Background: an optimization exercise with open tools, aiming at small area. Do not read the settings as production practice. Where RTL was checked, it was by simulation tests only, not by an equivalence proof against the original. For runs 5 and 6, only the layout was checked, not whether the RTL still works. Power and IR drop assume default switching activity.

File: flow/config.mk
export PLATFORM = sky130hd
export DESIGN_NAME = random_map_writer
export DESIGN_NICKNAME = random_map_writer
export VERILOG_FILES = /design/flow/design.v
export SDC_FILE = /design/flow/constraint.sdc
export NUM_CORES = 4
export LEC_CHECK = 0
export CAP_MARGIN = 20
export CORE_MARGIN = 2
export CORE_UTILIZATION = 55
export CTS_BUF_LIST = sky130_fd_sc_hd__clkbuf_8
export GPL_TIMING_DRIVEN = 0
export SLEW_MARGIN = 20
File: flow/flow/run.sh
#!/bin/bash
# The standard layout with four changes:
#  - every port still gets its own buffer, but a plain buf_1 instead of the
#    delay buffer that buffer_ports picks by default;
#  - synthesis maps the logic with flow/abc_map.script (an area-oriented ABC
#    script) in place of ORFS's abc_speed.script. Everything else in the ORFS
#    scripts is used unchanged, from a copy made here;
#  - clock tree synthesis does not add dummy loads (CTS_ARGS repeats ORFS's
#    own arguments, with config.mk's CTS_BUF_LIST, plus -dont_use_dummy_load);
#  - ORFS's power recovery (downsizing gates with slack to spare) runs after
#    global routing (RECOVER_POWER).
set -euo pipefail
export BUFFER_PORTS_ARGS="-buffer_cell sky130_fd_sc_hd__buf_1"
rm -rf scripts_local
cp -r "$FLOW_HOME/scripts" scripts_local
cp flow/abc_map.script scripts_local/abc_speed.script
export SCRIPTS_DIR="$PWD/scripts_local"
export CTS_ARGS="-sink_clustering_enable -repair_clock_nets -buf_list sky130_fd_sc_hd__clkbuf_8 -dont_use_dummy_load"
export RECOVER_POWER=100
bash standard.sh > standard.log 2>&1
File: flow/flow/abc_map.script
strash
&get -n
&b
&put
dc2
dc2
&get -n
&dch -f
&nf -R 1000
&put
topo
stime -c
dnsize -c
File: flow/design.v
`timescale 1ns/1ps
module random_map_writer (
    input  logic        clk,
    input  logic        rst,
    input  logic        start,
    input  logic [15:0] seed,
    input  logic [4:0]  density,
    input  logic [4:0]  rd_x,
    input  logic [4:0]  rd_y,
    output logic        rd_occ,
    output logic        busy,
    output logic        done,
    output logic [9:0]  occ_count
);
    logic [9:0]  idx;
    logic [15:0] lfsr;
    logic [4:0]  dcur, dprev;
    logic        start_accept, cell_bit, row_start, seed_zero;
    logic [15:0] cp0;
    logic [15:0] cp1;
    logic [15:0] cp2;
    logic [15:0] pend;   
    assign start_accept = !busy && !done && start;
    assign cell_bit     = dcur[4] || (lfsr[3:0] < dcur[3:0]);
    assign row_start    = (idx[7:0] == '0);
    assign seed_zero    = (seed == 16'h0000);
    always_ff @(posedge clk) begin
        if (rst) begin
            busy      <= 1'b0;
            done      <= 1'b0;
            idx       <= '0;
            dcur      <= '0;
            dprev     <= '0;
            occ_count <= '0;
        end else if (start_accept) begin
            busy      <= 1'b1;
            idx       <= '0;
            dprev     <= dcur;
            dcur      <= density;   
            occ_count <= '0;
        end else if (busy) begin
            idx       <= idx + 1'b1;
            occ_count <= occ_count + 10'(cell_bit);
            if (idx[9] && idx[7:0] == 8'hFF) begin   
                busy <= 1'b0;
                done <= 1'b1;
            end
        end else begin
            done <= 1'b0;
        end
    end
    always_ff @(posedge clk) begin
        if (busy)
            lfsr <= {lfsr[14:0], lfsr[15] ^ lfsr[13] ^ lfsr[12] ^ lfsr[10]};
        else
            lfsr <= seed | (seed_zero ? 16'hACE1 : 16'h0000);
    end
    logic [15:0] dlfsr;
    assign dlfsr[0] = lfsr[0] ^ lfsr[2] ^ lfsr[3] ^ lfsr[4] ^ lfsr[5] ^ lfsr[7] ^ lfsr[8] ^ lfsr[10] ^ lfsr[11] ^ lfsr[12] ^ lfsr[13] ^ lfsr[15];
    assign dlfsr[1] = lfsr[5] ^ lfsr[9] ^ lfsr[11] ^ lfsr[15];
    assign dlfsr[2] = lfsr[10] ^ lfsr[12] ^ lfsr[13] ^ lfsr[15];
    assign dlfsr[3] = lfsr[15];
    assign dlfsr[4] = lfsr[0] ^ lfsr[1] ^ lfsr[3] ^ lfsr[8] ^ lfsr[10] ^ lfsr[14];
    assign dlfsr[5] = lfsr[0] ^ lfsr[1] ^ lfsr[2] ^ lfsr[3] ^ lfsr[4] ^ lfsr[9] ^ lfsr[15];
    assign dlfsr[6] = lfsr[0] ^ lfsr[2] ^ lfsr[5] ^ lfsr[6] ^ lfsr[7] ^ lfsr[8] ^ lfsr[9] ^ lfsr[10] ^ lfsr[12] ^ lfsr[13] ^ lfsr[14];
    assign dlfsr[7] = lfsr[3] ^ lfsr[6] ^ lfsr[7] ^ lfsr[13];
    assign dlfsr[8] = lfsr[1] ^ lfsr[3] ^ lfsr[5] ^ lfsr[7] ^ lfsr[8] ^ lfsr[9] ^ lfsr[10] ^ lfsr[11] ^ lfsr[12] ^ lfsr[13] ^ lfsr[15];
    assign dlfsr[9] = lfsr[0] ^ lfsr[2] ^ lfsr[6] ^ lfsr[7] ^ lfsr[14];
    assign dlfsr[10] = lfsr[1] ^ lfsr[5] ^ lfsr[6] ^ lfsr[9] ^ lfsr[10] ^ lfsr[11] ^ lfsr[15];
    assign dlfsr[11] = lfsr[2] ^ lfsr[4] ^ lfsr[5] ^ lfsr[7] ^ lfsr[8] ^ lfsr[12] ^ lfsr[15];
    assign dlfsr[12] = lfsr[4] ^ lfsr[6] ^ lfsr[8] ^ lfsr[9] ^ lfsr[11] ^ lfsr[13];
    assign dlfsr[13] = lfsr[0] ^ lfsr[2] ^ lfsr[4] ^ lfsr[6] ^ lfsr[8] ^ lfsr[9] ^ lfsr[10] ^ lfsr[11] ^ lfsr[13] ^ lfsr[14];
    assign dlfsr[14] = lfsr[2] ^ lfsr[3] ^ lfsr[4] ^ lfsr[5] ^ lfsr[10] ^ lfsr[11] ^ lfsr[12];
    assign dlfsr[15] = lfsr[0] ^ lfsr[1] ^ lfsr[2] ^ lfsr[3] ^ lfsr[5] ^ lfsr[7] ^ lfsr[8] ^ lfsr[14];
    logic [1:0] prow;
    logic [9:0] idxm1;
    assign idxm1 = idx - 1'b1;
    assign prow  = idxm1[9:8];
    always_ff @(posedge clk) begin
        if (busy && row_start)
            pend <= dlfsr;
        if ((busy && row_start) || done) begin
            case (prow)
                0: cp0 <= pend;
                1: cp1 <= pend;
                2: cp2 <= pend;
                default: ;
            endcase
        end
    end
    logic [9:0]  k;
    logic        valid, cur, use_pend;
    logic [1:0] rrow;
    logic [7:0] roff;
    logic [3:0] grp;
    logic [15:0] base;
    assign k        = {rd_y, rd_x};
    assign valid    = !(rd_y[4] && rd_y[3]);
    assign rrow     = k[9:8];
    assign roff     = k[7:0];
    assign grp      = k[7:4];
    assign use_pend = (rrow == prow) && ((idx[7:0] == '0) || (roff < idx[7:0]));
    assign cur      = (idx != '0) && ((rrow < prow) || use_pend);
    always_comb begin
        case (rrow)
            0: base = cp0;
            1: base = cp1;
            2: base = cp2;
            default: base = cp2;
        endcase
        if (use_pend) base = pend;
    end
    logic [30:0] dq;
    assign dq[0] = base[15];
    assign dq[1] = base[14];
    assign dq[2] = base[13];
    assign dq[3] = base[12];
    assign dq[4] = base[11];
    assign dq[5] = base[10];
    assign dq[6] = base[9];
    assign dq[7] = base[8];
    assign dq[8] = base[7];
    assign dq[9] = base[6];
    assign dq[10] = base[5];
    assign dq[11] = base[4];
    assign dq[12] = base[3];
    assign dq[13] = base[2];
    assign dq[14] = base[1];
    assign dq[15] = base[0];
    assign dq[16] = base[10] ^ base[12] ^ base[13] ^ base[15];
    assign dq[17] = base[9] ^ base[11] ^ base[12] ^ base[14];
    assign dq[18] = base[8] ^ base[10] ^ base[11] ^ base[13];
    assign dq[19] = base[7] ^ base[9] ^ base[10] ^ base[12];
    assign dq[20] = base[6] ^ base[8] ^ base[9] ^ base[11];
    assign dq[21] = base[5] ^ base[7] ^ base[8] ^ base[10];
    assign dq[22] = base[4] ^ base[6] ^ base[7] ^ base[9];
    assign dq[23] = base[3] ^ base[5] ^ base[6] ^ base[8];
    assign dq[24] = base[2] ^ base[4] ^ base[5] ^ base[7];
    assign dq[25] = base[1] ^ base[3] ^ base[4] ^ base[6];
    assign dq[26] = base[0] ^ base[2] ^ base[3] ^ base[5];
    assign dq[27] = base[1] ^ base[2] ^ base[4] ^ base[10] ^ base[12] ^ base[13] ^ base[15];
    assign dq[28] = base[0] ^ base[1] ^ base[3] ^ base[9] ^ base[11] ^ base[12] ^ base[14];
    assign dq[29] = base[0] ^ base[2] ^ base[8] ^ base[11] ^ base[12] ^ base[15];
    assign dq[30] = base[1] ^ base[7] ^ base[11] ^ base[12] ^ base[13] ^ base[14] ^ base[15];
    logic [30:0] dsh;
    assign dsh = dq >> grp;
    logic [15:0] jumped;
    assign jumped[0] = dsh[15];
    assign jumped[1] = dsh[14];
    assign jumped[2] = dsh[13];
    assign jumped[3] = dsh[12];
    assign jumped[4] = dsh[11];
    assign jumped[5] = dsh[10];
    assign jumped[6] = dsh[9];
    assign jumped[7] = dsh[8];
    assign jumped[8] = dsh[7];
    assign jumped[9] = dsh[6];
    assign jumped[10] = dsh[5];
    assign jumped[11] = dsh[4];
    assign jumped[12] = dsh[3];
    assign jumped[13] = dsh[2];
    assign jumped[14] = dsh[1];
    assign jumped[15] = dsh[0];
    logic [15:0] pv;
    logic [3:0]  px;
    logic        psel, pen;
    always_ff @(posedge clk) begin
        pv   <= jumped;
        px   <= rd_x[3:0];
        psel <= cur && !start_accept;
        pen  <= valid && !rst;
    end
    logic [18:0] wv;
    assign wv[0] = pv[0] ^ pv[3] ^ pv[5] ^ pv[8];
    assign wv[1] = pv[1] ^ pv[2] ^ pv[3] ^ pv[9] ^ pv[11] ^ pv[13];
    assign wv[2] = pv[1] ^ pv[4] ^ pv[8] ^ pv[10] ^ pv[11] ^ pv[13];
    assign wv[3] = pv[1] ^ pv[5] ^ pv[6] ^ pv[7] ^ pv[9] ^ pv[10] ^ pv[11];
    assign wv[4] = pv[2];
    assign wv[5] = pv[0] ^ pv[2] ^ pv[3] ^ pv[6] ^ pv[9] ^ pv[10] ^ pv[12] ^ pv[15];
    assign wv[6] = pv[0] ^ pv[1] ^ pv[2] ^ pv[3] ^ pv[5] ^ pv[6] ^ pv[7] ^ pv[8] ^ pv[12] ^ pv[13];
    assign wv[7] = pv[1] ^ pv[4] ^ pv[6] ^ pv[7] ^ pv[8] ^ pv[10] ^ pv[11] ^ pv[13] ^ pv[15];
    assign wv[8] = pv[0] ^ pv[4] ^ pv[5] ^ pv[9] ^ pv[10] ^ pv[11] ^ pv[13] ^ pv[15];
    assign wv[9] = pv[0] ^ pv[1] ^ pv[3] ^ pv[4] ^ pv[5] ^ pv[10] ^ pv[11] ^ pv[12] ^ pv[15];
    assign wv[10] = pv[3] ^ pv[7] ^ pv[9] ^ pv[11] ^ pv[13] ^ pv[14];
    assign wv[11] = pv[1] ^ pv[4] ^ pv[8] ^ pv[9] ^ pv[10] ^ pv[11] ^ pv[13] ^ pv[15];
    assign wv[12] = pv[3] ^ pv[7] ^ pv[8] ^ pv[10] ^ pv[11];
    assign wv[13] = pv[0] ^ pv[1] ^ pv[4] ^ pv[5] ^ pv[7] ^ pv[11] ^ pv[15];
    assign wv[14] = pv[2] ^ pv[3] ^ pv[4] ^ pv[5] ^ pv[7] ^ pv[10] ^ pv[14] ^ pv[15];
    assign wv[15] = pv[0] ^ pv[1] ^ pv[2] ^ pv[4] ^ pv[5] ^ pv[6] ^ pv[7] ^ pv[9] ^ pv[11] ^ pv[12] ^ pv[14] ^ pv[15];
    assign wv[16] = pv[2] ^ pv[4] ^ pv[7] ^ pv[10] ^ pv[12] ^ pv[13] ^ pv[15];
    assign wv[17] = pv[0] ^ pv[1] ^ pv[2] ^ pv[8] ^ pv[10] ^ pv[12];
    assign wv[18] = pv[0] ^ pv[3] ^ pv[7] ^ pv[9] ^ pv[10] ^ pv[12];
    logic [18:0] ws;
    assign ws = wv >> px;
    logic [3:0] nib;
    assign nib = {ws[0], ws[1], ws[2], ws[3]};
    logic [4:0] pd;
    assign pd = psel ? dcur : dprev;
    logic [3:0] lt;
    assign lt[0] = pd[0] & ~nib[0];
    assign lt[1] = pd[1] ? (~nib[1] | lt[0]) : (~nib[1] & lt[0]);
    assign lt[2] = pd[2] ? (~nib[2] | lt[1]) : (~nib[2] & lt[1]);
    assign lt[3] = pd[3] ? (~nib[3] | lt[2]) : (~nib[3] & lt[2]);
    assign rd_occ = pen && (pd[4] || lt[3]);
endmodule
File: flow/constraint.sdc
create_clock -name core_clock -period 5.0 [get_ports {clk}]
set_input_delay 1.0000 -clock core_clock [delete_from_list [all_inputs] [get_ports {clk}]]
set_output_delay 1.0000 -clock core_clock [all_outputs]
set_load 0.01 [all_outputs]
File: flow/standard.sh
#!/bin/bash
# synth_recipe.tcl (not shown) runs the flow's synth.tcl, then flattens the netlist and writes it again
# the make line also repeats each setting of config.mk as NAME=value (left out here)
make -C /OpenROAD-flow-scripts/flow DESIGN_CONFIG=/design/flow/config.mk WORK_HOME=/design/flow/orfs CLKGATE_MAP_FILE= SYNTH_SCRIPT=/design/flow/synth_recipe.tcl "${@:-finish}"
==> flow_metrics.env, run 1 <==
export IMPL_synth_xor_area_frac=0.184
export IMPL_die_y_um=121
export IMPL_slew_limit_headroom=0.0887
export IMPL_ys_top_cells_by_area="edfxtp_1 26%, dfxtp_1 19%, xnor2_1 12%"
export IMPL_finalCriticalPeriod_ns=4.87
export IMPL_p_int_mw=2.72
export IMPL_cellPowerDensity_mw_per_mm2=532
export IMPL_crit_path_start_kind="flip-flop"
export IMPL_power_mw=4.47
export IMPL_fin_nets=897
export IMPL_grt_first_pass_wirelength_mm=27.1
export IMPL_grt_overflow=0
export IMPL_place_port_buffers=46
export IMPL_ys_seq_elements=134
export IMPL_max_cap_viol_count=0
export IMPL_firstDrtPassIters=4
export IMPL_clk_pin_slew_ns=0.08
export IMPL_required_ns=4.00
export IMPL_antennaDiodeCount=0
export IMPL_fmax_ghz=0.205
export IMPL_ff2ff_setup_slack_ns=0.37
export IMPL_yosys_cell_types_count=39
export IMPL_reg2reg_to="pv[4]"
export IMPL_avgSynthCellArea_um2=9.79
export IMPL_r2r_start="idx[1]"
export IMPL_worst_pin_slew_ns=1.37
export IMPL_yosys_area_share_simple=0.111
export IMPL_num_rows=42
export IMPL_p_leak_nw=2.96
export IMPL_die_area_mm2=0.0146
export IMPL_floorplan_initialDensity=0.563
export IMPL_cts_buffers=17
export IMPL_drcViolationCount=0
export IMPL_startpoint="pv[7]"
export IMPL_final_cell_area_mm2=0.00841
export IMPL_hpwl_mm=12.2
export IMPL_syn_nets=815
export IMPL_cts_htree_levels=4
export IMPL_cp_endpoint="rd_occ"
export IMPL_cts_sinks=134
export IMPL_root_buffer="clkbuf_8"
export IMPL_synthMuxAreaShare=0.0693
export IMPL_netlist_area_mm2=0.00749
export IMPL_final_cell_mix="94 x xnor2_1, 82 x nor2_1, 73 x o21ai_0, 66 x a21oi_1, 65 x dfxtp_1"
export IMPL_antenna_found_initial=0
export IMPL_fin_crit_sh=0.975
export IMPL_finalSetupTns_ns=0
export IMPL_setup_ws_ns=0.125
export IMPL_final_setup_viol_count=0
export IMPL_synth_cells=765
export IMPL_drive_above_1_share=0.0710
export IMPL_synth_compound_area_frac=0.152
export IMPL_clk_path_buf_depth=2
export IMPL_clock_power_share=0.143
export IMPL_dpl_cell_area_mm2=0.00803
export IMPL_via_count=5717
export IMPL_netlist_top_cell_by_area="edfxtp_1"
export IMPL_end_kind="output port"
export IMPL_p_seq_frac=0.347
export IMPL_pre_cts_slack_ns=-0.282
export IMPL_drt_total_wl_mm=16.6
export IMPL_cts_tree="yes"
export IMPL_grt_max_degree=53
export IMPL_die_w_um=121
export IMPL_rr_worst_depth=22
export IMPL_switchingPower_mw=1.75
export IMPL_antenna_left=0
export IMPL_ioPinCount=47
export IMPL_gp_congestion=0.922
export IMPL_areaGrowthSynthToFinish_pct=12.2
export IMPL_arrival_ns=3.87
export IMPL_vias_per_cell=5.60
export IMPL_grt_pass1_vias=5485
export IMPL_max_vdd_ir_drop_mv=0.253
export IMPL_yosys_area_share_adder=0.0294
export IMPL_switching_share=0.392
export IMPL_finClkSkew_ns=0.0387
export IMPL_maxSlewViolCount=0
export IMPL_path_class="flip-flop to output port"
export IMPL_hold_viol=0
export IMPL_core_area_mm2=0.0133
export IMPL_final_common_cell="xnor2_1"
export IMPL_power_frac_comb=0.510
export IMPL_routedWlPerCell_um=16.3
export IMPL_clk_latency_ns=0.45
export IMPL_drt_iter0_markers=386
export IMPL_synth_warnings=1
export IMPL_yosys_area_top_type_share=0.257
export IMPL_rsz0062_at_grt="no"
export IMPL_hp_class="flip-flop to flip-flop"
export IMPL_yosysSeqAreaShare=0.444
export IMPL_synth_top_family_by_area="XOR/XNOR gates"
export IMPL_grt_use_total=0.238
export IMPL_hold_ws_ns=0.463
export IMPL_outcome="complete, no violations"
export IMPL_worstPathMaxFanout=5
[cells in the mapped netlist, drive strengths merged]
library cell  count
o21ai            79
maj3              2
o21bai            3
dfxtp            70
a221o             1
mux2i            26
a221oi            1
a22o              7
o211ai            5
edfxtp           64
nand2            47
nand3b            1
a311o             1
o21a              2
o22ai            18
nor2b             3
xnor2           100
nor3             17
a41oi             1
or4               1
and2              4
clkinv           21
o221ai            3
and3              7
mux2             17
nand3             5
nand4             2
or2               3
a21o              3
nand2b            9
xor2             57
a21boi            1
nor4              4
a211oi            9
ha               16
nor3b             3
nor2             82
a21oi            67
mux4              3
[through the flow]
step / util / instances
4_1_cts: 0.626 / 1016
3_3_place_gp: 0.594 / 987
3_5_place_dp: 0.604 / 997
2_1_floorplan: - / 765
6_report: 0.632 / 1021
5_1_grt: 0.632 / 1021
[worst min path at each step]
stage	start	endpoint	slack, ns	cells past startpoint
3_5_place_dp	occ_count[9]	occ_count[9]	0.44	1
3_3_place_gp	occ_count[9]	occ_count[9]	0.43	1
5_1_grt	dprev[2]	dprev[2]	0.50	1
6_report	occ_count[9]	occ_count[9]	0.46	1
2_1_floorplan	idx[4]	idx[4]	0.45	1
4_1_cts	occ_count[9]	occ_count[9]	0.46	1
[critical path, stage by stage (launching register included)]
cell and delay, ns:
dfxtp_1 0.60, xor2_4 0.30, xnor2_1 0.12, xnor2_1 0.26, xnor2_1 0.10, o21ai_0 0.30
o21ai_0 0.17, mux4_2 0.50, maj3_1 0.35, maj3_2 0.33, a21oi_1 0.12, o21a_1 0.16
clkbuf_2 0.15
[final cells by class]
cell class	instances	area, um2
clock buffer	17	234
multi-input combinational	610	4230
inverter	21	78.8
sequential	134	3330
tap	176	220
fill	1133	4890
timing repair buffer	63	314
[flip-flops by register name, indices dropped and copies added (netlist names), 4 cells and up]
register and count:
cp0 16, lfsr 16, cp2 16, pv 16, idx 10, dcur 5
cp1 16, occ_count 10, px 4, pend 16, dprev 5
[power by group through the flow]
stage / registers (mW) / logic (mW) / clock network (mW)
2_1_floorplan: 1.49 / 1.69 / 0
3_3_place_gp: 1.55 / 2.08 / 0
3_5_place_dp: 1.55 / 2.10 / 0
4_1_cts: 1.54 / 2.19 / 0.657
5_1_grt: 1.57 / 2.51 / 0.705
6_report: 1.55 / 2.28 / 0.640
[per-layer routing]
layer  vias to the layer above  share of wire  GRT usage
met3                        21          0.039     0.0439
met2                       126           0.47      0.387
li1                       2896              -          -
met4                         0          0.016     0.0785
met1                      2674           0.48      0.320
met5                         -              0          0
[cell families (layout without fill, tap and decap cells)]
| family | after synthesis | after routing |
|---|---|---|
| AO/OA/AOI/OAI | 201 | 201 |
| XOR/XNOR | 157 | 157 |
| adder cells (fa/ha/maj) | 18 | 18 |
| buffers and inverters | 21 | 101 |
| flip-flops | 134 | 134 |
| multiplexers | 46 | 46 |
| AND/OR/NAND/NOR | 188 | 188 |
[what timing repair did]
item / 4_1_cts / 5_1_grt
pin swaps: 2 / 4
hold buffers: 0 / 0
gates resized for setup: 9 / 18
endpoints found under the setup margin: 1 / 15
buffers inserted: 2 / 5
endpoints found under the hold margin: 0 / 0
==> inputs of run 2 (changes only) <==
==> flow/flow/abc_map.script (replaced) <==
strash
&get -n
&b
&put
dc2
&get -n
&b
&put
dc2
&get -n
&dch -f
&nf -R 1000
&put
topo
stime -c
dnsize -c
==> flow_metrics.env, run 2 <==
export IMPL_dpl_cell_area_mm2=0.00791
export IMPL_outcome="complete, no violations"
export IMPL_avgSynthCellArea_um2=9.86
export IMPL_maxSlewViolCount=0
export IMPL_cts_tree="yes"
export IMPL_antenna_left=0
export IMPL_firstDrtPassIters=7
export IMPL_hold_ws_ns=0.455
export IMPL_final_util=0.620
export IMPL_hpwl_mm=12.1
export IMPL_synth_cells=756
export IMPL_p_leak_nw=2.84
export IMPL_power_mw=4.44
export IMPL_yosysSeqAreaShare=0.446
export IMPL_required_ns=5.34
export IMPL_grt_use_total=0.238
export IMPL_syn_nets=806
export IMPL_vias_per_cell=5.69
export IMPL_rr_worst_depth=19
export IMPL_areaGrowthSynthToFinish_pct=10.2
export IMPL_worstPathMaxFanout=26
export IMPL_crit_path_start_kind="input pin"
export IMPL_final_cell_area_mm2=0.00821
export IMPL_hold_path_depth=1
export IMPL_routedWlPerCell_um=16.4
export IMPL_grt_max_degree=40
export IMPL_drt_iter0_markers=361
export IMPL_grt_first_pass_wirelength_mm=27.0
export IMPL_max_vdd_ir_drop_mv=0.267
export IMPL_cts_setup_buffers=0
export IMPL_final_common_cell="xnor2_1"
export IMPL_synth_async_reset_ratio=0
export IMPL_fmax_ghz=0.214
export IMPL_fin_crit_sh=0.933
export IMPL_netlist_top_cell_by_area="edfxtp_1"
export IMPL_ys_seq_elements=134
export IMPL_cts_sinks=134
export IMPL_floorplan_initialDensity=0.563
export IMPL_clk_path_buf_depth=2
export IMPL_synth_cells_most_frequent="108 x xnor2_1, 90 x nor2_1, 70 x a21oi_1, 70 x dfxtp_1"
export IMPL_fin_nets=875
export IMPL_cts_htree_levels=4
export IMPL_die_w_um=120
export IMPL_clk_latency_ns=0.44
export IMPL_cellPowerDensity_mw_per_mm2=541
export IMPL_drt_total_wl_mm=16.3
export IMPL_netlist_area_mm2=0.00746
export IMPL_rsz0062_at_grt="yes"
export IMPL_grt_overflow=0
export IMPL_worst_pin_slew_ns=1.25
export IMPL_ioPinCount=47
export IMPL_grt_pass1_vias=5530
export IMPL_gp_congestion=0.856
export IMPL_ys_flop_type="dfxtp_1"
export IMPL_num_rows=42
export IMPL_synth_most_common_cell="xnor2_1"
export IMPL_final_cell_mix="106 x xnor2_1, 89 x nor2_1, 70 x dfxtp_1, 69 x a21oi_1, 64 x edfxtp_1"
export IMPL_via_count=5681
export IMPL_final_setup_viol_count=0
export IMPL_drive_above_1_share=0.0522
export IMPL_synth_warnings=1
export IMPL_path_class="input pin to flip-flop"
export IMPL_synth_edf_count=64
export IMPL_hold_viol=0
export IMPL_die_y_um=120
export IMPL_ys_top_cells_by_area="edfxtp_1 26%, dfxtp_1 19%, xnor2_1 13%"
export IMPL_root_buffer="clkbuf_8"
export IMPL_core_area_mm2=0.0132
export IMPL_drcViolationCount=0
export IMPL_max_cap_viol_count=0
export IMPL_yosys_cell_types_count=40
export IMPL_arrival_ns=5.00
export IMPL_cts_buffers=17
export IMPL_antennaDiodeCount=0
export IMPL_ctsHoldBuffers=0
export IMPL_finClkSkew_ns=0.0257
export IMPL_die_area_mm2=0.0145
export IMPL_clk_pin_slew_ns=0.06
export IMPL_antenna_found_initial=0
export IMPL_finalCriticalPeriod_ns=4.66
export IMPL_hp_class="flip-flop to flip-flop"
export IMPL_end_kind="flip-flop"
export IMPL_slew_limit_headroom=0.162
export IMPL_place_port_buffers=46
export IMPL_finalSetupTns_ns=0
export IMPL_yosys_area_top_type_share=0.258
-- run 2: cell types whose count changed in the layout (fill, tap and decap cells not counted), moves of 5 or more --
| cell | previous run | this run |
|---|---|---|
| buf_4 | 8 | 2 |
| nand2b_1 | 9 | 4 |
| mux2i_1 | 26 | 32 |
| xnor2_1 | 94 | 106 |
| xor2_1 | 50 | 41 |
| nand2_1 | 47 | 37 |
| o22a_1 | 0 | 9 |
| o21ai_0 | 73 | 57 |
| clkbuf_1 | 5 | 0 |
| mux2i_2 | 0 | 5 |
| dfxtp_1 | 65 | 70 |
| nor2_1 | 82 | 89 |
-- run 2: metrics by stage --
stage | setup WS [ns] | instances
final | 0.335 | 999
after global routing | -0.0612 | 999
after CTS | 0.0477 | 999
after detailed placement | -1.15 | 982
after global placement | -1.67 | 978
after floorplan | 0.366 | 756
-- run 2: critical path, stage by stage --
cell	delay (ns)
buf_1	0.09
ha_1	0.29
o21ai_0	0.07
a21boi_0	0.09
o21ai_0	0.15
nand2b_1	0.09
a21oi_1	0.15
nor2b_1	0.05
o21ai_0	0.14
a21boi_0	0.11
o21ai_0	0.31
nand3_4	0.37
o21ai_1	0.49
xnor2_1	0.20
xnor2_1	0.41
xnor2_1	0.19
a21oi_1	0.14
mux4_2	0.51
mux2i_1	0.14
-- run 2: what timing repair did --
item                       in CTS  in global routing
hold endpoints to repair        0                  0
cloned                          0                  0
setup endpoints to repair      15                 16
resized for setup               8                 17
-- run 2: kinds of logic after synthesis --
group | Yosys count | synth area share
AOI/OAI and AO/OA | 197 | 0.154
muxes | 52 | 0.0753
xor gates and xnor gates | 151 | 0.179
and+or+nand+nor | 182 | 0.107
DFF | 134 | 0.446
adders and majority gates | 16 | 0.0268
buffers and inverters | 24 | 0.0121
-- run 2: final cells by class --
class | instances | area [um2]
well taps | 176 | 220
fillers | 1181 | 5030
flip-flops and latches | 134 | 3320
repair buffers | 50 | 221
multi-input cells | 598 | 4120
inverters | 24 | 90.1
clock buffers | 17 | 234
-- run 2: layer usage --
layer,GRT usage,vias up,part of all wire,wire length (um)
met5,0,-,0,0
met4,0.0690,0,0.011,178
met3,0.0524,14,0.046,749
met2,0.380,138,0.47,7720
met1,0.326,2667,0.47,7690
li1,-,2862,-,-
-- run 2: final timing paths --
path / endpoint / slack, ns / startpoint
max reg2reg: pv[2] / 0.46 / idx[1]
min reg2reg: occ_count[9] / 0.46 / occ_count[9]
min: occ_count[9] / 0.46 / occ_count[9]
max: pv[2] / 0.34 / rd_x[1]
-- run 2: power by group --
group	total [mW]	switching [mW]	leakage (nW)	internal, mW
logic	2.26	1.24	1.56	1.02
registers	1.55	0.188	1.16	1.36
clock network	0.641	0.342	0.122	0.298
total	4.44	1.77	2.84	2.67
==> inputs of run 3 (changes only) <==
--- a/flow/flow/run.sh
+++ b/flow/flow/run.sh
@@ -17,3 +17,3 @@
 export SCRIPTS_DIR="$PWD/scripts_local"
-export CTS_ARGS="-sink_clustering_enable -repair_clock_nets -buf_list sky130_fd_sc_hd__clkbuf_8 -dont_use_dummy_load"
+export CTS_ARGS="-sink_clustering_enable -repair_clock_nets -buf_list sky130_fd_sc_hd__clkbuf_16 -sink_clustering_size 30 -sink_clustering_max_diameter 150 -dont_use_dummy_load"
 export RECOVER_POWER=100
==> flow/flow/abc_map.script (replaced) <==
strash
dc2
dc2
&get -n
&dch -f
&nf -R 1000
&put
topo
stime -c
dnsize -c
==> flow_metrics.env, run 3 <==
export IMPL_die_area_mm2=0.0152
export IMPL_core_area_mm2=0.0139
export IMPL_max_cap_viol_count=0
export IMPL_floorplan_initialDensity=0.562
export IMPL_antennaDiodeCount=0
export IMPL_multi_input_area_mm2=0.00448
export IMPL_finalSetupTns_ns=0
export IMPL_p_leak_nw=3.10
export IMPL_cellPowerDensity_mw_per_mm2=581
export IMPL_routed_wl_met2_mm=8.15
export IMPL_hold_viol=0
export IMPL_fmax_ghz=0.214
export IMPL_switchingPower_mw=2.01
export IMPL_avgSynthCellArea_um2=9.62
export IMPL_fin_nets=931
export IMPL_highest_layer="met4"
export IMPL_grt_max_degree=54
export IMPL_die_y_um=123
export IMPL_arrival_ns=4.99
export IMPL_finClkSkew_ns=0.0249
export IMPL_outcome="complete, no violations"
export IMPL_switching_share=0.395
export IMPL_antenna_left=0
export IMPL_cp_slowest_cell="mux2i_2"
export IMPL_slew_limit_headroom=0.145
export IMPL_fin_crit_sh=0.935
export IMPL_cts_buffers=17
export IMPL_power_frac_comb=0.497
export IMPL_netlist_top_cell_by_area="edfxtp_1"
export IMPL_max_vdd_ir_drop_mv=0.318
export IMPL_areaGrowthSynthToFinish_pct=12.0
export IMPL_path_delay_family="compound AO/OA/AOI/OAI gates"
export IMPL_final_common_cell="xnor2_1"
export IMPL_vias_per_cell=5.64
export IMPL_drive_above_1_share=0.0466
export IMPL_register_area_mm2=0.00332
export IMPL_synth_cells=811
export IMPL_place_port_buffers=46
export IMPL_drt_iter0_markers=400
export IMPL_final_cell_area_mm2=0.00874
export IMPL_num_rows=43
export IMPL_end_kind="flip-flop"
export IMPL_fillers=1183
export IMPL_clock_power_share=0.193
export IMPL_worst_pin_slew_ns=1.28
export IMPL_path_cells="buf_1, ha_1, o21ai_0, nand2b_1, a21o_1, a21oi_1, nor2b_1, o21ai_0, nand2b_1, a21oi_1, nor2b_1, o21ai_0, nand3_4, mux2i_2, xor2_1, xnor2_1, o21ai_0, a21oi_1, mux2_1, a21oi_1"
export IMPL_synth_cells_most_frequent="125 x xnor2_1, 80 x o21ai_0, 79 x nor2_1"
export IMPL_slowest_delay_ns=0.52
export IMPL_drt_total_wl_mm=17.3
export IMPL_syn_nets=861
export IMPL_cts_htree_levels=4
export IMPL_path_class="input pin to flip-flop"
export IMPL_grt_overflow=0
export IMPL_grt_use_total=0.240
export IMPL_cts_sinks=134
export IMPL_maxSlewViolCount=0
export IMPL_cp_depth=20
export IMPL_ys_flop_type="dfxtp_1"
export IMPL_synth_most_common_cell="xnor2_1"
export IMPL_p_int_mw=3.07
export IMPL_ys_seq_elements=134
export IMPL_dpl_cell_area_mm2=0.00828
export IMPL_routedWlPerCell_um=16.3
export IMPL_clk_pin_slew_ns=0.06
export IMPL_hpwl_mm=12.8
export IMPL_die_w_um=123
export IMPL_rr_worst_depth=20
export IMPL_synth_edf_count=64
export IMPL_gp_congestion=0.866
export IMPL_cts_tree="yes"
export IMPL_cts_setup_buffers=0
export IMPL_via_count=5970
export IMPL_required_ns=5.32
export IMPL_finalCriticalPeriod_ns=4.67
export IMPL_hold_path_depth=1
export IMPL_hold_ws_ns=0.453
export IMPL_crit_path_start_kind="input pin"
export IMPL_firstDrtPassIters=5
export IMPL_yosys_cell_types_count=38
export IMPL_power_mw=5.08
export IMPL_ioPinCount=47
export IMPL_synth_async_reset_ratio=0
export IMPL_root_buffer="clkbuf_16"
export IMPL_clk_latency_ns=0.42
export IMPL_synth_warnings=1
export IMPL_hp_class="flip-flop to flip-flop"
export IMPL_yosysSeqAreaShare=0.426
export IMPL_met3_length_um=707
export IMPL_p_seq_frac=0.311
export IMPL_ys_top_cells_by_area="edfxtp_1 25%, dfxtp_1 18%, xnor2_1 14%"
export IMPL_instances_no_fill=1059
export IMPL_final_cell_mix="124 x xnor2_1, 79 x nor2_1, 74 x o21ai_0, 70 x dfxtp_1, 66 x a21oi_1"
export IMPL_worstPathMaxFanout=26
export IMPL_netlist_area_mm2=0.00780
export IMPL_drcViolationCount=0
export IMPL_crit_buf_inv=1
export IMPL_wl_met1_mm=8.21
export IMPL_grt_first_pass_wirelength_mm=28.2
export IMPL_yosys_area_top_type_share=0.246
export IMPL_grt_pass1_vias=5686
export IMPL_final_setup_viol_count=0
export IMPL_antenna_found_initial=0
export IMPL_ctsHoldBuffers=0
export IMPL_placed_cells_incl_taps=1042
export IMPL_clk_path_buf_depth=2
[run 3: routing by layer]
| metal | GRT usage | vias to the layer above |
|---|---|---|
| li1 | - | 3019 |
| met1 | 0.327 | 2786 |
| met2 | 0.391 | 145 |
| met3 | 0.0498 | 20 |
| met4 | 0.0661 | 0 |
| met5 | 0 | - |
[run 3: final timing paths]
check                from           end  slack (ns)
max reg2reg        idx[1]        pv[12]        0.48
min reg2reg  occ_count[9]  occ_count[9]        0.45
max               rd_x[1]        pv[12]        0.33
min          occ_count[9]  occ_count[9]        0.45
[run 3: cell type report]
type | instances | share of cell area
Inverter | 19 | 0.00816
Timing Repair Buffer | 51 | 0.0255
Clock buffer | 17 | 0.0487
Sequential cell | 134 | 0.380
Multi-Input combinational cell | 658 | 0.512
Tap cell | 180 | 0.0258
[run 3: cells by family (layout without fill, tap and decap cells)]
kind of cell | after synthesis | in the layout | share of synthesized area
AND/OR/NAND/NOR | 203 | 203 | 0.115
AO/OA/AOI/OAI | 202 | 202 | 0.146
XOR/XNOR | 185 | 185 | 0.208
flip-flops | 134 | 134 | 0.426
multiplexers | 51 | 51 | 0.0696
buffers and inverters | 19 | 87 | 0.00914
adder cells (fa/ha/maj) | 17 | 17 | 0.0269
[run 3: power by group through the flow]
stage               Sequential [mW]  Combinational (mW)  Clock [mW]
CTS                            1.57                2.49       0.995
detailed placement             1.59                2.46           0
global placement               1.58                2.43           0
global route                   1.60                2.78        1.04
floorplan                      1.52                1.99           0
finish                         1.58                2.52       0.979
[run 3: timing repair]
action,CTS,global route
endpoints found under the hold margin,0,0
setup endpoints to repair,6,16
resized for setup,1,18
[run 3: through the flow]
| step | utilization | setup WS, ns |
|---|---|---|
| 4_1_cts | 0.627 | 0.00836 |
| 6_report | 0.630 | 0.327 |
| 3_3_place_gp | 0.591 | -2.06 |
| 2_1_floorplan | - | 0.358 |
| 3_5_place_dp | 0.596 | -0.472 |
| 5_1_grt | 0.630 | -0.0392 |
==> inputs of run 4 (changes only) <==
==> flow/flow/run.sh (replaced) <==
#!/bin/bash
# The standard layout with three changes:
#  - every port still gets its own buffer, but a plain buf_1 instead of the
#    delay buffer that buffer_ports picks by default;
#  - synthesis maps the logic with flow/abc_map.script (an area-oriented ABC
#    script) in place of ORFS's abc_speed.script. Everything else in the ORFS
#    scripts is used unchanged, from a copy made here;
#  - clock tree synthesis does not add dummy loads (CTS_ARGS repeats ORFS's
#    own arguments, with config.mk's CTS_BUF_LIST, plus -dont_use_dummy_load).
set -euo pipefail
export BUFFER_PORTS_ARGS="-buffer_cell sky130_fd_sc_hd__buf_1"
rm -rf scripts_local
cp -r "$FLOW_HOME/scripts" scripts_local
cp flow/abc_map.script scripts_local/abc_speed.script
export SCRIPTS_DIR="$PWD/scripts_local"
export CTS_ARGS="-sink_clustering_enable -repair_clock_nets -buf_list sky130_fd_sc_hd__clkbuf_8 -dont_use_dummy_load"
bash standard.sh > standard.log 2>&1
==> flow_metrics.env, run 4 <==
export IMPL_hold_ws_ns=0.456
export IMPL_via_count=6007
export IMPL_clk_pin_slew_ns=0.08
export IMPL_antennaDiodeCount=0
export IMPL_final_common_cell="xnor2_1"
export IMPL_clk_path_buf_depth=2
export IMPL_root_buffer="clkbuf_8"
export IMPL_fin_crit_sh=0.935
export IMPL_cts_setup_buffers=0
export IMPL_antenna_found_initial=0
export IMPL_num_rows=43
export IMPL_pre_cts_slack_ns=-0.472
export IMPL_power_mw=4.74
export IMPL_drt_total_wl_mm=17.3
export IMPL_final_cell_mix="124 x xnor2_1, 77 x nor2_1, 74 x o21ai_0, 69 x dfxtp_1, 66 x a21oi_1"
export IMPL_ys_top_cells_by_area="edfxtp_1 25%, dfxtp_1 18%, xnor2_1 14%"
export IMPL_cts_tree="yes"
export IMPL_path_class="input pin to flip-flop"
export IMPL_crit_path_frequent_cell="o21ai_0"
export IMPL_dpl_cell_area_mm2=0.00828
export IMPL_grt_overflow=0
export IMPL_outcome="complete, no violations"
export IMPL_instances_no_fill=1059
export IMPL_avgSynthCellArea_um2=9.62
export IMPL_die_w_um=123
export IMPL_final_cell_area_mm2=0.00857
export IMPL_synth_most_common_cell="xnor2_1"
export IMPL_grt_first_pass_wirelength_mm=28.1
export IMPL_yosys_cell_types_count=38
export IMPL_use_met3=0.0470
export IMPL_hp_class="flip-flop to flip-flop"
export IMPL_antenna_left=0
export IMPL_die_area_mm2=0.0152
export IMPL_worst_pin_slew_ns=0.921
export IMPL_final_util=0.618
export IMPL_crit_path_start_kind="input pin"
export IMPL_ys_seq_elements=134
export IMPL_firstDrtPassIters=5
export IMPL_required_ns=5.33
export IMPL_die_y_um=123
export IMPL_gp_congestion=0.866
export IMPL_ctsHoldBuffers=0
export IMPL_grt_max_degree=54
export IMPL_grt_use_total=0.241
export IMPL_grt_busiest_layer="met2"
export IMPL_core_area_mm2=0.0139
export IMPL_synth_edf_count=64
export IMPL_synth_async_reset_ratio=0
export IMPL_drcViolationCount=0
export IMPL_maxSlewViolCount=0
export IMPL_worstPathMaxFanout=26
export IMPL_floorplan_initialDensity=0.562
export IMPL_p_leak_nw=3.02
export IMPL_slowest_delay_ns=0.52
export IMPL_drt_iter0_markers=407
export IMPL_finalCriticalPeriod_ns=4.67
export IMPL_max_vdd_ir_drop_mv=0.282
export IMPL_cts_htree_levels=4
export IMPL_vias_per_cell=5.67
export IMPL_routedWlPerCell_um=16.3
export IMPL_grt_pass1_vias=5671
export IMPL_end_kind="flip-flop"
export IMPL_areaGrowthSynthToFinish_pct=9.84
export IMPL_path_cells="buf_1, ha_1, o21ai_0, nand2b_1, a21o_1, a21oi_1, nor2b_1, o21ai_0, nand2b_1, a21oi_1, nor2b_1, o21ai_0, nand3_4, mux2i_2, xor2_1, xnor2_1, o21ai_0, a21oi_1, mux2_1, o21ai_0"
export IMPL_setup_ws_ns=0.325
export IMPL_drive_above_1_share=0.0512
export IMPL_cts_sinks=134
export IMPL_ys_flop_type="dfxtp_1"
export IMPL_place_port_buffers=46
export IMPL_cellPowerDensity_mw_per_mm2=554
export IMPL_crit_buf_inv=1
export IMPL_ioPinCount=47
export IMPL_clk_latency_ns=0.44
export IMPL_yosys_area_top_type_share=0.246
export IMPL_fmax_ghz=0.214
export IMPL_synth_warnings=1
export IMPL_netlist_area_mm2=0.00780
export IMPL_hold_viol=0
export IMPL_slew_limit_headroom=0.381
export IMPL_finalSetupTns_ns=0
export IMPL_met2_usage=0.391
export IMPL_fin_nets=931
export IMPL_finClkSkew_ns=0.0351
export IMPL_netlist_top_cell_by_area="edfxtp_1"
export IMPL_yosysSeqAreaShare=0.426
export IMPL_cp_slowest_cell="mux2i_2"
export IMPL_met1_usage=0.327
export IMPL_max_cap_viol_count=0
export IMPL_synth_cells_most_frequent="125 x xnor2_1, 80 x o21ai_0, 79 x nor2_1"
export IMPL_syn_nets=861
export IMPL_cts_buffers=17
export IMPL_synth_cells=811
export IMPL_path_delay_family="compound AO/OA/AOI/OAI gates"
export IMPL_placed_cells_incl_taps=1042
export IMPL_final_setup_viol_count=0
export IMPL_hpwl_mm=12.8
export IMPL_arrival_ns=5.00
==> run 4: cell counts after synthesis <==
No cell type changed its count.
==> run 4: kinds of logic (layout without fill, tap and decap cells) <==
family | count (synthesis) | in the layout | synth area share
AOI/OAI and AO/OA | 202 | 202 | 0.146
buffers and inverters | 19 | 87 | 0.00914
xor gates and xnor gates | 185 | 185 | 0.208
and+or+nand+nor | 203 | 203 | 0.115
muxes | 51 | 51 | 0.0696
DFF | 134 | 134 | 0.426
adders and majority gates | 17 | 17 | 0.0269
==> run 4: final timing paths <==
check	slack [ns]	end	from	cells past startpoint
setup / recovery	0.33	pv[4]	rd_x[1]	20
hold / removal	0.46	occ_count[9]	occ_count[9]	1
setup reg to reg	0.44	pv[4]	idx[1]	20
hold reg to reg	0.46	occ_count[9]	occ_count[9]	1
==> run 4: where the power goes <==
| part | switching (mW) | total, mW | internal (mW) |
|---|---|---|---|
| Sequential | 0.221 | 1.58 | 1.36 |
| Clock | 0.353 | 0.651 | 0.299 |
| Combinational | 1.39 | 2.52 | 1.13 |
| Total | 1.96 | 4.74 | 2.78 |
==> run 4: repair_timing <==
action,in CTS,in global routing
gates resized for setup,1,18
gates cloned,0,0
endpoints found under the setup margin,4,16
==> run 4: layer usage <==
layer | wire length (um) | vias to the layer above
met2 | 8180 | 129
li1 | - | 3023
met5 | 0 | -
met3 | 732 | 15
met1 | 8180 | 2840
met4 | 200 | 0
==> run 4: area by class of cell <==
| cell class | instances | area (um2) |
|---|---|---|
| Fill cell | 1207 | 5310 |
| Inverter | 19 | 71.3 |
| Timing Repair Buffer | 51 | 231 |
| Sequential cell | 134 | 3320 |
| Clock buffer | 17 | 234 |
| Tap cell | 180 | 225 |
| Multi-Input combinational cell | 658 | 4490 |
==> run 4: worst reg2reg max path: stages (launching register included) <==
cell	delay, ns
dfxtp_1	0.42
clkinv_1	0.13
ha_1	0.28
o21ai_0	0.07
nand2b_1	0.08
a21o_1	0.18
a21oi_1	0.17
nor2b_1	0.06
o21ai_0	0.14
nand2b_1	0.08
a21oi_1	0.14
nor2b_1	0.06
o21ai_0	0.30
nand3_4	0.39
mux2i_2	0.54
xor2_1	0.31
xnor2_1	0.18
o21ai_0	0.25
a21oi_1	0.12
mux2_1	0.36
o21ai_0	0.20
==> inputs of run 5 (changes only) <==
--- a/flow/design.v
+++ b/flow/design.v
@@ -38,3 +38,3 @@
             dprev     <= dcur;
-            dcur      <= density;   
+            dcur      <= (density > 5'd16) ? 5'd16 : density;
             occ_count <= '0;
@@ -43,3 +43,3 @@
             occ_count <= occ_count + 10'(cell_bit);
-            if (idx[9] && idx[7:0] == 8'hFF) begin   
+            if (idx == 10'd767) begin
                 busy <= 1'b0;
@@ -145,21 +145,28 @@
     logic [30:0] dsh;
-    assign dsh = dq >> grp;
-    logic [15:0] jumped;
-    assign jumped[0] = dsh[15];
-    assign jumped[1] = dsh[14];
-    assign jumped[2] = dsh[13];
-    assign jumped[3] = dsh[12];
-    assign jumped[4] = dsh[11];
-    assign jumped[5] = dsh[10];
-    assign jumped[6] = dsh[9];
-    assign jumped[7] = dsh[8];
-    assign jumped[8] = dsh[7];
-    assign jumped[9] = dsh[6];
-    assign jumped[10] = dsh[5];
-    assign jumped[11] = dsh[4];
-    assign jumped[12] = dsh[3];
-    assign jumped[13] = dsh[2];
-    assign jumped[14] = dsh[1];
-    assign jumped[15] = dsh[0];
+    assign dsh = dq >> {grp[3:1], 1'b0};
+    logic [16:0] pt;
+    logic        pg0;
+    always_ff @(posedge clk) begin
+        pt  <= dsh[16:0];
+        pg0 <= grp[0];
+    end
+    logic [16:0] psh;
+    assign psh = pg0 ? {1'b0, pt[16:1]} : pt;
     logic [15:0] pv;
+    assign pv[0] = psh[15];
+    assign pv[1] = psh[14];
+    assign pv[2] = psh[13];
+    assign pv[3] = psh[12];
+    assign pv[4] = psh[11];
+    assign pv[5] = psh[10];
+    assign pv[6] = psh[9];
+    assign pv[7] = psh[8];
+    assign pv[8] = psh[7];
+    assign pv[9] = psh[6];
+    assign pv[10] = psh[5];
+    assign pv[11] = psh[4];
+    assign pv[12] = psh[3];
+    assign pv[13] = psh[2];
+    assign pv[14] = psh[1];
+    assign pv[15] = psh[0];
     logic [3:0]  px;
@@ -167,3 +174,2 @@
     always_ff @(posedge clk) begin
-        pv   <= jumped;
         px   <= rd_x[3:0];
==> flow/flow/run.sh (replaced) <==
#!/bin/bash
# The standard layout with two changes:
#  - every port still gets its own buffer, but a plain buf_1 instead of the
#    delay buffer that buffer_ports picks by default;
#  - synthesis maps the logic with flow/abc_map.script (an area-oriented ABC
#    script) in place of ORFS's abc_speed.script. Everything else in the ORFS
#    scripts is used unchanged, from a copy made here.
set -euo pipefail
export BUFFER_PORTS_ARGS="-buffer_cell sky130_fd_sc_hd__buf_1"
rm -rf scripts_local
cp -r "$FLOW_HOME/scripts" scripts_local
cp flow/abc_map.script scripts_local/abc_speed.script
export SCRIPTS_DIR="$PWD/scripts_local"
bash standard.sh > standard.log 2>&1
==> flow/flow/abc_map.script (replaced) <==
strash
dc2
&get -n
&dch -f
&nf
&put
topo
stime -c
dnsize -c
--- a/flow/config.mk
+++ b/flow/config.mk
@@ -9,3 +9,3 @@
 export CORE_MARGIN = 2
-export CORE_UTILIZATION = 55
+export CORE_UTILIZATION = 40
 export CTS_BUF_LIST = sky130_fd_sc_hd__clkbuf_8
==> flow_metrics.env, run 5 <==
export IMPL_synth_edf_count=64
export IMPL_synth_cells_most_frequent="126 x xnor2_1, 91 x nor2_1, 72 x dfxtp_1"
export IMPL_cts_sinks=136
export IMPL_finClkSkew_ns=0.0143
export IMPL_clk_pin_slew_ns=0.07
export IMPL_num_rows=51
export IMPL_clk_latency_ns=0.45
export IMPL_antennaDiodeCount=0
export IMPL_switchingPower_mw=2.32
export IMPL_switching_share=0.390
export IMPL_fillers=1866
export IMPL_netlist_top_cell_by_area="edfxtp_1"
export IMPL_grt_max_degree=40
export IMPL_power_mw=5.94
export IMPL_yosysSeqAreaShare=0.426
export IMPL_path_cells="buf_12, mux2i_4, xnor2_2, xnor3_2, xnor2_1, a21oi_1, mux4_2, o21ai_1, maj3_1, a21oi_1, o21ai_1, a21boi_1, clkbuf_2"
export IMPL_final_util=0.485
export IMPL_fin_nets=918
export IMPL_yosys_cell_types_count=47
export IMPL_largest_reg_flops=17
export IMPL_cp_endpoint="rd_occ"
export IMPL_ys_flop_type="dfxtp_1"
export IMPL_routedWlPerCell_um=15.4
export IMPL_ioPinCount=47
export IMPL_synth_async_reset_ratio=0
export IMPL_clock_power_share=0.187
export IMPL_drt_total_wl_mm=17.7
export IMPL_antenna_left=0
export IMPL_cp_slowest_cell="mux4_2"
export IMPL_cts_buffers=17
export IMPL_drcViolationCount=0
export IMPL_drt_iter0_markers=296
export IMPL_ctsHoldBuffers=0
export IMPL_p_seq_frac=0.267
export IMPL_hp_class="flip-flop to flip-flop"
export IMPL_cts_tree="yes"
export IMPL_crit_buf_inv=2
export IMPL_slowest_delay_ns=0.51
export IMPL_areaGrowthSynthToFinish_pct=19.1
export IMPL_ys_top_cells_by_area="edfxtp_1 24%, dfxtp_1 18%, xnor2_1 14%"
export IMPL_placed_cells_incl_taps=1094
export IMPL_arrival_ns=3.81
export IMPL_rsz0062_at_grt="yes"
export IMPL_synth_warnings=1
export IMPL_hold_ws_ns=0.487
export IMPL_synth_most_common_cell="xnor2_1"
export IMPL_netlist_area_mm2=0.00790
export IMPL_final_setup_viol_count=0
export IMPL_instances_no_fill=1146
export IMPL_max_vdd_ir_drop_mv=0.276
export IMPL_finalCriticalPeriod_ns=4.81
export IMPL_end_kind="output port"
export IMPL_firstDrtPassIters=5
export IMPL_syn_nets=827
export IMPL_fmax_ghz=0.208
export IMPL_worst_pin_slew_ns=1.01
export IMPL_grt_pass1_vias=5486
export IMPL_grt_use_total=0.173
export IMPL_final_cell_mix="121 x xnor2_1, 90 x nor2_1, 70 x dfxtp_1, 64 x edfxtp_1, 58 x xor2_1"
export IMPL_final_common_cell="xnor2_1"
export IMPL_via_count=5886
export IMPL_yosys_area_top_type_share=0.243
export IMPL_vias_per_cell=5.14
export IMPL_required_ns=4.00
export IMPL_antenna_found_initial=0
export IMPL_grt_first_pass_wirelength_mm=28.1
export IMPL_die_y_um=145
export IMPL_rr_worst_depth=17
export IMPL_ff2ff_setup_slack_ns=0.44
export IMPL_die_area_mm2=0.0209
export IMPL_maxSlewViolCount=0
export IMPL_drive_above_1_share=0.112
export IMPL_grt_overflow=0
export IMPL_clk_path_buf_depth=2
export IMPL_power_frac_comb=0.546
export IMPL_root_buffer="clkbuf_8"
export IMPL_synth_cells=777
export IMPL_cts_htree_levels=4
export IMPL_core_area_mm2=0.0194
export IMPL_r2r_start="idx[1]"
export IMPL_avgSynthCellArea_um2=10.2
export IMPL_place_port_buffers=46
export IMPL_p_leak_nw=3.36
export IMPL_max_cap_viol_count=0
export IMPL_outcome="complete, no violations"
export IMPL_floorplan_initialDensity=0.407
export IMPL_cp_depth=13
export IMPL_ys_seq_elements=136
export IMPL_gp_congestion=0.799
export IMPL_path_class="flip-flop to output port"
export IMPL_worstPathMaxFanout=8
export IMPL_slew_limit_headroom=0.328
export IMPL_crit_path_start_kind="flip-flop"
export IMPL_finalSetupTns_ns=0
export IMPL_reg2reg_to="pt[15]"
export IMPL_cellPowerDensity_mw_per_mm2=631
export IMPL_top_register="pt"
export IMPL_p_int_mw=3.62
export IMPL_path_delay_family="multiplexers"
export IMPL_die_w_um=145
export IMPL_startpoint="pg0"
export IMPL_hold_viol=0
export IMPL_fin_crit_sh=0.963
export IMPL_hpwl_mm=12.7
-- run 5: cell types whose count changed after synthesis, sizes merged, moves of 8 or more --
cell,change
o21ai,-50
mux4,+8
nand2,-10
mux2i,+18
a21oi,-14
nor2,+12
-- run 5: cell type report --
| class | instances | area [um2] | share of cell area |
|---|---|---|---|
| flip-flops and latches | 136 | 3370 | 0.358 |
| repair buffers | 72 | 417 | 0.0443 |
| inverters | 20 | 75.1 | 0.00798 |
| well taps | 265 | 332 | 0.0352 |
| multi-input cells | 621 | 4730 | 0.502 |
| clock buffers | 17 | 234 | 0.0249 |
| clock inverters | 15 | 256 | 0.0273 |
-- run 5: worst min-delay path by stage --
stage | startpoint | endpoint | depth (start not counted) | slack (ns)
finish | dprev[3] | dprev[3] | 1 | 0.49
CTS | dprev[3] | dprev[3] | 1 | 0.49
floorplan | dprev[4] | dprev[4] | 1 | 0.45
detailed placement | dprev[3] | dprev[3] | 1 | 0.47
global route | dprev[3] | dprev[3] | 1 | 0.50
global placement | dprev[1] | dprev[1] | 1 | 0.46
-- run 5: logic make-up (layout without fill, tap and decap cells) --
logic type,after synthesis,in the layout,share of synthesized area
simple gates,195,195,0.106
buf+inv,20,124,0.00951
mux,70,70,0.104
flops,136,136,0.426
compound gates,153,153,0.119
fa+ha+maj,17,17,0.0266
xor+xnor,186,186,0.208
-- run 5: worst reg2reg max path: cells and delay by family, from the launching register on --
family	cells	cell delay [ns]
compound gates	9	1.55
mux	2	1.12
xor+xnor	3	0.73
buf+inv	2	0.44
flops	1	0.40
fa+ha+maj	1	0.24
-- run 5: power groups by stage --
stage / registers, mW / logic, mW / clock network, mW
floorplan: 1.51 / 2.45 / 0
global placement: 1.56 / 2.94 / 0
CTS: 1.58 / 3.06 / 1.14
finish: 1.59 / 3.24 / 1.11
detailed placement: 1.57 / 2.97 / 0
global route: 1.61 / 3.55 / 1.19
-- run 5: metal layers --
metal	GRT usage	routed length, um	part of all wire
met5	0	0	0
met4	0.0521	260	0.015
met3	0.0331	518	0.029
met2	0.288	8730	0.49
met1	0.228	8160	0.46
-- run 5: timing repair --
action                     CTS  global route
pin swaps                    0             4
buffers inserted             4            16
setup endpoints to repair    1             8
gates resized for setup     29            20
-- run 5: stage by stage --
step | cell area, um2 | setup slack, ns
after floorplan | 7910 | 0.0203
after global placement | 8410 | -1.95
after detailed placement | 8480 | -0.417
after CTS | 9180 | 0.0111
after global routing | 9410 | -0.0457
final | 9410 | 0.186
==> inputs of run 6 (changes only) <==
==> flow/flow/abc_map.script (replaced) <==
strash
dc2
dc2
&get -n
&dch -f
&nf -R 1000
&put
topo
stime -c
dnsize -c
--- a/flow/config.mk
+++ b/flow/config.mk
@@ -9,3 +9,3 @@
 export CORE_MARGIN = 2
-export CORE_UTILIZATION = 40
+export CORE_UTILIZATION = 55
 export CTS_BUF_LIST = sky130_fd_sc_hd__clkbuf_8
==> flow_metrics.env, run 6 <==
export IMPL_switching_share=0.413
export IMPL_required_ns=4.00
export IMPL_routedWlPerCell_um=16.9
export IMPL_drt_iter0_markers=422
export IMPL_grt_first_pass_wirelength_mm=28.2
export IMPL_final_common_cell="xnor2_1"
export IMPL_netlist_area_mm2=0.00775
export IMPL_ioPinCount=47
export IMPL_clk_latency_ns=0.45
export IMPL_cellPowerDensity_mw_per_mm2=601
export IMPL_antennaDiodeCount=0
export IMPL_ys_flop_type="dfxtp_1"
export IMPL_largest_reg_flops=17
export IMPL_synth_most_common_cell="xnor2_1"
export IMPL_path_class="flip-flop to output port"
export IMPL_drive_above_1_share=0.134
export IMPL_areaGrowthSynthToFinish_pct=20.1
export IMPL_p_seq_frac=0.281
export IMPL_power_mw=5.60
export IMPL_p_leak_nw=3.34
export IMPL_placed_cells_incl_taps=1013
export IMPL_pre_cts_slack_ns=-0.729
export IMPL_path_cells="buf_8, mux2i_4, buf_4, xnor2_1, xnor2_2, xnor2_2, xnor3_1, nand2_1, o21ai_0, o21ai_0, a21oi_1, o31ai_1, maj3_2, a21oi_1, a21oi_1, o21a_1, clkbuf_2"
export IMPL_gp_congestion=0.890
export IMPL_cp_slowest_cell="dfxtp_4"
export IMPL_vias_per_cell=5.63
export IMPL_cts_tree="yes"
export IMPL_synth_cells=782
export IMPL_num_rows=43
export IMPL_ys_top_cells_by_area="edfxtp_1 25%, dfxtp_1 19%, xnor2_1 12%"
export IMPL_clk_path_buf_depth=2
export IMPL_grt_use_total=0.243
export IMPL_core_area_mm2=0.0138
export IMPL_outcome="complete, no violations"
export IMPL_netlist_top_cell_by_area="edfxtp_1"
export IMPL_hold_viol=0
export IMPL_synth_cells_most_frequent="109 x xnor2_1, 72 x dfxtp_1, 72 x nor2_1"
export IMPL_die_w_um=123
export IMPL_root_buffer="clkbuf_8"
export IMPL_die_y_um=123
export IMPL_max_vdd_ir_drop_mv=0.315
export IMPL_die_area_mm2=0.0151
export IMPL_firstDrtPassIters=7
export IMPL_ys_seq_elements=136
export IMPL_setup_ws_ns=0.133
export IMPL_drt_total_wl_mm=18.2
export IMPL_cts_buffers=17
export IMPL_syn_nets=832
export IMPL_place_port_buffers=46
export IMPL_via_count=6085
export IMPL_yosysSeqAreaShare=0.434
export IMPL_clk_pin_slew_ns=0.08
export IMPL_worstPathMaxFanout=4
export IMPL_cts_sinks=136
export IMPL_end_kind="output port"
export IMPL_p_int_mw=3.28
export IMPL_synth_edf_count=64
export IMPL_instances_no_fill=1080
export IMPL_power_frac_comb=0.556
export IMPL_grt_overflow=0
export IMPL_slew_limit_headroom=0.295
export IMPL_antenna_found_initial=0
export IMPL_hpwl_mm=12.6
export IMPL_hp_class="flip-flop to flip-flop"
export IMPL_finClkSkew_ns=0.0138
export IMPL_top_register="pt"
export IMPL_final_setup_viol_count=0
export IMPL_fin_crit_sh=0.973
export IMPL_cts_htree_levels=4
export IMPL_arrival_ns=3.87
export IMPL_maxSlewViolCount=0
export IMPL_grt_pass1_vias=5573
export IMPL_clock_power_share=0.163
export IMPL_switchingPower_mw=2.31
export IMPL_drcViolationCount=0
export IMPL_yosys_area_top_type_share=0.248
export IMPL_yosys_cell_types_count=43
export IMPL_grt_max_degree=48
export IMPL_synth_warnings=1
export IMPL_ctsHoldBuffers=0
export IMPL_floorplan_initialDensity=0.560
export IMPL_rsz0062_at_grt="yes"
export IMPL_synth_async_reset_ratio=0
export IMPL_avgSynthCellArea_um2=9.91
export IMPL_antenna_left=0
export IMPL_final_cell_mix="105 x xnor2_1, 71 x nor2_1, 70 x dfxtp_1, 64 x edfxtp_1, 61 x xor2_1"
export IMPL_fin_nets=937
export IMPL_finalCriticalPeriod_ns=4.87
export IMPL_fmax_ghz=0.205
export IMPL_crit_path_start_kind="flip-flop"
export IMPL_max_cap_viol_count=0
export IMPL_slowest_delay_ns=0.40
export IMPL_worst_pin_slew_ns=1.06
export IMPL_crit_path_frequent_cell="a21oi_1"
## run 6: cell types whose count changed after synthesis, moves of 5 or more
cell     delta
mux2i_1    -11
o21ai_0    +41
xor2_1     +11
nor2_1     -19
nand3_1     -5
mux2_1      +5
mux4_2      -8
xnor2_1    -17
a21oi_1     +6
a21o_1      -6
## run 6: critical path, delay by kind of cell, from the launching register on
kind | cells | cell delay (ns)
DFF | 1 | 0.40
adders and majority gates | 1 | 0.24
AOI/OAI and AO/OA | 7 | 1.04
buffers and inverters | 3 | 0.45
and+or+nand+nor | 1 | 0.08
muxes | 1 | 0.31
xor gates and xnor gates | 4 | 0.91
## run 6: area by class of cell
| class | instances | area [um2] |
|---|---|---|
| Timing Repair Buffer | 86 | 529 |
| Fill cell | 1083 | 4520 |
| Tap cell | 180 | 225 |
| Clock buffer | 17 | 234 |
| Clock inverter | 15 | 168 |
| Inverter | 20 | 75.1 |
| Multi-Input combinational cell | 626 | 4710 |
| Sequential cell | 136 | 3370 |
## run 6: per-layer routing
layer,vias to the layer above,GRT usage,part of all wire
li1,3024,-,-
met1,2874,0.325,0.45
met2,160,0.391,0.48
met3,27,0.0507,0.041
met4,0,0.0884,0.024
met5,-,0,0
## run 6: what timing repair did
action                     in CTS  in global routing
pin swaps                       2                 12
setup buffers                   5                 30
setup endpoints to repair      16                 14
gates resized for setup        42                 36
## run 6: cell families (layout without fill, tap and decap cells)
| logic type | count (synthesis) | count (layout) | share of synthesized area |
|---|---|---|---|
| compound gates | 189 | 189 | 0.142 |
| simple gates | 184 | 184 | 0.106 |
| xor+xnor | 180 | 180 | 0.205 |
| flops | 136 | 136 | 0.434 |
| mux | 56 | 56 | 0.0762 |
| buf+inv | 20 | 138 | 0.00969 |
| fa+ha+maj | 17 | 17 | 0.0271 |
## run 6: path summary, 6_finish.rpt
| check | cells after the start | end | slack [ns] | start |
|---|---|---|---|---|
| worst min register to register | 1 | dprev[4] | 0.48 | dprev[4] |
| worst max-delay path | 17 | rd_occ | 0.13 | pg0 |
| worst min-delay path | 1 | dprev[4] | 0.48 | dprev[4] |
| worst max register to register | 20 | pt[16] | 0.64 | idx[1] |
## run 6: power by group through the flow
stage,clock (mW),combinational (mW),sequential (mW)
final,0.912,3.11,1.57
after floorplan,0,2.08,1.49
after global routing,0.978,3.39,1.59
after detailed placement,0,2.57,1.55
after global placement,0,2.55,1.54
after CTS,0.928,2.72,1.56
## run 6: metrics by stage
step	hold slack, ns	area [um2]	setup TNS [ns]	utilization
after floorplan	0.442	7750	0	-
after detailed placement	0.460	8210	-10.02	0.594
after global placement	0.456	8150	-20.22	0.589
final	0.481	9310	0	0.673
after global routing	0.509	9310	-0.182	0.673
after CTS	0.484	8870	-0.108	0.641

[static timing again, ports no longer ideal]
How much do the figures lean on ideal ports? The routed layouts below were timed once more, with nothing changed but the port constraints. Step 1 assumes that a clkbuf_16 drives the clock port and a buf_2 every other input. Step 2 moves the port delays by t, midway between the first and last clock arrival at a register: inputs arrive t later, outputs are due t later. That takes back most of the time a late clock gives input paths. Slacks: ideal / step 1 / step 2; pairs: ideal / step 1.
| run | t, ns | slack for setup (ns) | worst register clock-pin slew, ns |
|---|---|---|---|
| run 1 | 0.465 | 0.125 / 0.088 / -0.132 | 0.08 / 0.08 |
| run 2 | 0.462 | 0.335 / 0.322 / -0.110 | 0.08 / 0.08 |
| run 3 | 0.446 | 0.327 / 0.340 / -0.098 | 0.06 / 0.06 |
| run 4 | 0.458 | 0.325 / 0.304 / -0.117 | 0.08 / 0.08 |
| run 5 | 0.477 | 0.186 / 0.148 / -0.153 | 0.08 / 0.08 |
| run 6 | 0.480 | 0.133 / 0.095 / 0.118 | 0.09 / 0.09 |
With both steps, setup timing fails in 5 of these runs, where it was met with ideal ports. For run 2, which loses most, drivers alone change the setup slack by -0.013 ns; drivers and shift together by -0.445 ns.
